Background: an optimization exercise with open tools, aiming at small area, a short achievable clock period and few clock cycles per item. Do not read the settings as production practice. Only simulation tests tie the RTL to the original design; equivalence was not proved.

==> ember <==
==> flow/design.v (excerpt) <==
module joint_angle_cosine (
    input  logic                         i_clk,
    input  logic                         i_rst_n,
    input  logic                         i_pt_valid,
    output logic                         o_pt_ready,
    input  logic signed [COORD_BITS-1:0] i_end1_x,
    input  logic signed [COORD_BITS-1:0] i_end1_y,
    input  logic signed [COORD_BITS-1:0] i_end1_z,
    input  logic signed [COORD_BITS-1:0] i_vertex_x,
    input  logic signed [COORD_BITS-1:0] i_vertex_y,
    input  logic signed [COORD_BITS-1:0] i_vertex_z,
    input  logic signed [COORD_BITS-1:0] i_end2_x,
    input  logic signed [COORD_BITS-1:0] i_end2_y,
    input  logic signed [COORD_BITS-1:0] i_end2_z,
    output logic                         o_cos_valid,
    input  logic                         i_cos_ready,
    output logic signed [COS_BITS-1:0]   o_cos_cosine_q14,
    output logic                         o_cos_degenerate
);
Settings: LEC_CHECK=0, CAP_MARGIN=20, CORE_MARGIN=2, CORE_UTILIZATION=45, CTS_BUF_LIST=sky130_fd_sc_hd__clkbuf_16, CTS_CLUSTER_DIAMETER=130, CTS_CLUSTER_SIZE=26, SETUP_SLACK_MARGIN=3.6, SLEW_MARGIN=20, SYNTH_HIERARCHICAL=1; clock period 7.0 ns.
run.sh (not shown) runs the stock make flow with config.mk's settings and CLKGATE_MAP_FILE= SYNTH_SCRIPT=/design/flow/synth_recipe.tcl, a recipe that flattens the netlist after the stock synthesis.
==> xenon (differences from ember) <==
--- a/flow/config.mk
+++ b/flow/config.mk
@@ -8,9 +8,9 @@
 export CAP_MARGIN = 20
 export CORE_MARGIN = 2
-export CORE_UTILIZATION = 45
+export CORE_UTILIZATION = 55
 export CTS_BUF_LIST = sky130_fd_sc_hd__clkbuf_16
-export CTS_CLUSTER_DIAMETER = 130
-export CTS_CLUSTER_SIZE = 26
-export SETUP_SLACK_MARGIN = 3.6
+export CTS_CLUSTER_DIAMETER = 100
+export CTS_CLUSTER_SIZE = 20
+export SETUP_SLACK_MARGIN = 3.5
 export SLEW_MARGIN = 20
 export SYNTH_HIERARCHICAL = 1
==> yarrow (differences from ember) <==
--- a/flow/config.mk
+++ b/flow/config.mk
@@ -8,9 +8,9 @@
 export CAP_MARGIN = 20
 export CORE_MARGIN = 2
-export CORE_UTILIZATION = 45
+export CORE_UTILIZATION = 55
 export CTS_BUF_LIST = sky130_fd_sc_hd__clkbuf_16
-export CTS_CLUSTER_DIAMETER = 130
-export CTS_CLUSTER_SIZE = 26
-export SETUP_SLACK_MARGIN = 3.6
+export CTS_CLUSTER_DIAMETER = 110
+export CTS_CLUSTER_SIZE = 22
+export SETUP_SLACK_MARGIN = 3.8
 export SLEW_MARGIN = 20
 export SYNTH_HIERARCHICAL = 1
==> metrics.cfg <==
[run_status]
status=timing/DRC/antenna clean

[routing]
wl_met1_mm=208
drt_iter0_drc=7076

[worst_setup_path]
max_stage_delay_ns=0.54
r2r_start=r_Ra_s9[11]$_DFF_P_
crit_path_top_delay_cell=fa_1
cp-endpoint=r_Ra_s10[13]$_DFF_P_

[final_layout]
drive_gt1_share_pct=17.0
clock_area_share_pct=2.37
layout_common_cells=dfxtp_1, fa_1, and2_1
sh_seq_area_pct=35.8

[floorplanning]
n_tap_cell=4730
die_h_um=600

-- figures above: yarrow

==> metrics.cfg <==
[logic_synthesis]
synthTopCellsByCount=dfxtp_1, fa_1, and2_1

[worst_setup_path]
crit_path_end_kind=flop
max_stage_delay_ns=0.47
r2r_start=r_R_s28[34]$_DFF_P_
cp-endpoint=r_q_s29[0]$_DFF_P_

[run_status]
status=timing/DRC/antenna clean

[final_layout]
clock_area_share_pct=2.79
layout_common_cells=dfxtp_1, fa_1, and2_1
sh_seq_area_pct=37.5
drive_gt1_share_pct=8.58

[routing]
wl_met1_mm=200
wirelength_mm=465
met2_length_mm=223

[floorplanning]
n_tap_cell=4730
die_h_um=600

-- figures above: xenon

==> metrics.cfg <==
[run_status]
status=timing/DRC/antenna clean

[final_layout]
inverters=1265
layout_common_cells=dfxtp_1, fa_1, and2_1
drive_gt1_share_pct=9.93
largestRegisters=r_mem x527, r_dr0_s4 x36, r_dr1_s4 x36
sh_seq_area_pct=37.2

[routing]
drt_iter0_drc=6826
wl_met1_mm=203

[floorplanning]
rows=242
n_tap_cell=5734

[worst_setup_path]
crit_path_top_delay_cell=dfxtp_4
cp-endpoint=r_R_s24[34]$_DFF_P_

[global_routing]
grt_pass1_vias=123000
grtUsageTotal_pct=20.7

[sta]
layout_setup_ws_ns=3.48

-- figures above: ember

Testbench counts of ember, summed over its fixed seeds: cycles 4,124, items 4,000.
Testbench counts of xenon, summed over its fixed seeds: cycles 4,124, items 4,000.
Testbench counts of yarrow, summed over its fixed seeds: cycles 4,124, items 4,000.

[afterwards: timing with drivers on the ports]
In the flow no input, the clock included, has a driving cell. The finished layouts below were timed again as built, in two steps. Step 1, drivers: a clkbuf_16 drives i_clk and a buf_2 each remaining input, both assumed. Step 2 moves the port delays by t, midway between the first and last clock arrival at a register: inputs arrive t later, outputs are due t later. That takes back most of the time a late clock gives input paths. a / b / c = ideal / step 1 / step 2; a / b = the first two.
| run | t, ns | setup WS [ns] | worst setup path after step 2 | worst data-port slew with drivers (ns) |
|---|---|---|---|---|
| ember | 1.034 | 3.483 / 3.483 / 2.776 | input to register | 0.10 |
| xenon | 1.023 | 3.368 / 3.368 / 2.726 | input to register | 0.06 |
| yarrow | 1.034 | 3.482 / 3.482 / 3.140 | input to register | 0.07 |
After both steps setup and hold are still met in every run listed. The setup slack of ember, which loses most, moves by 0.000 ns with the drivers and by -0.707 ns with both steps.
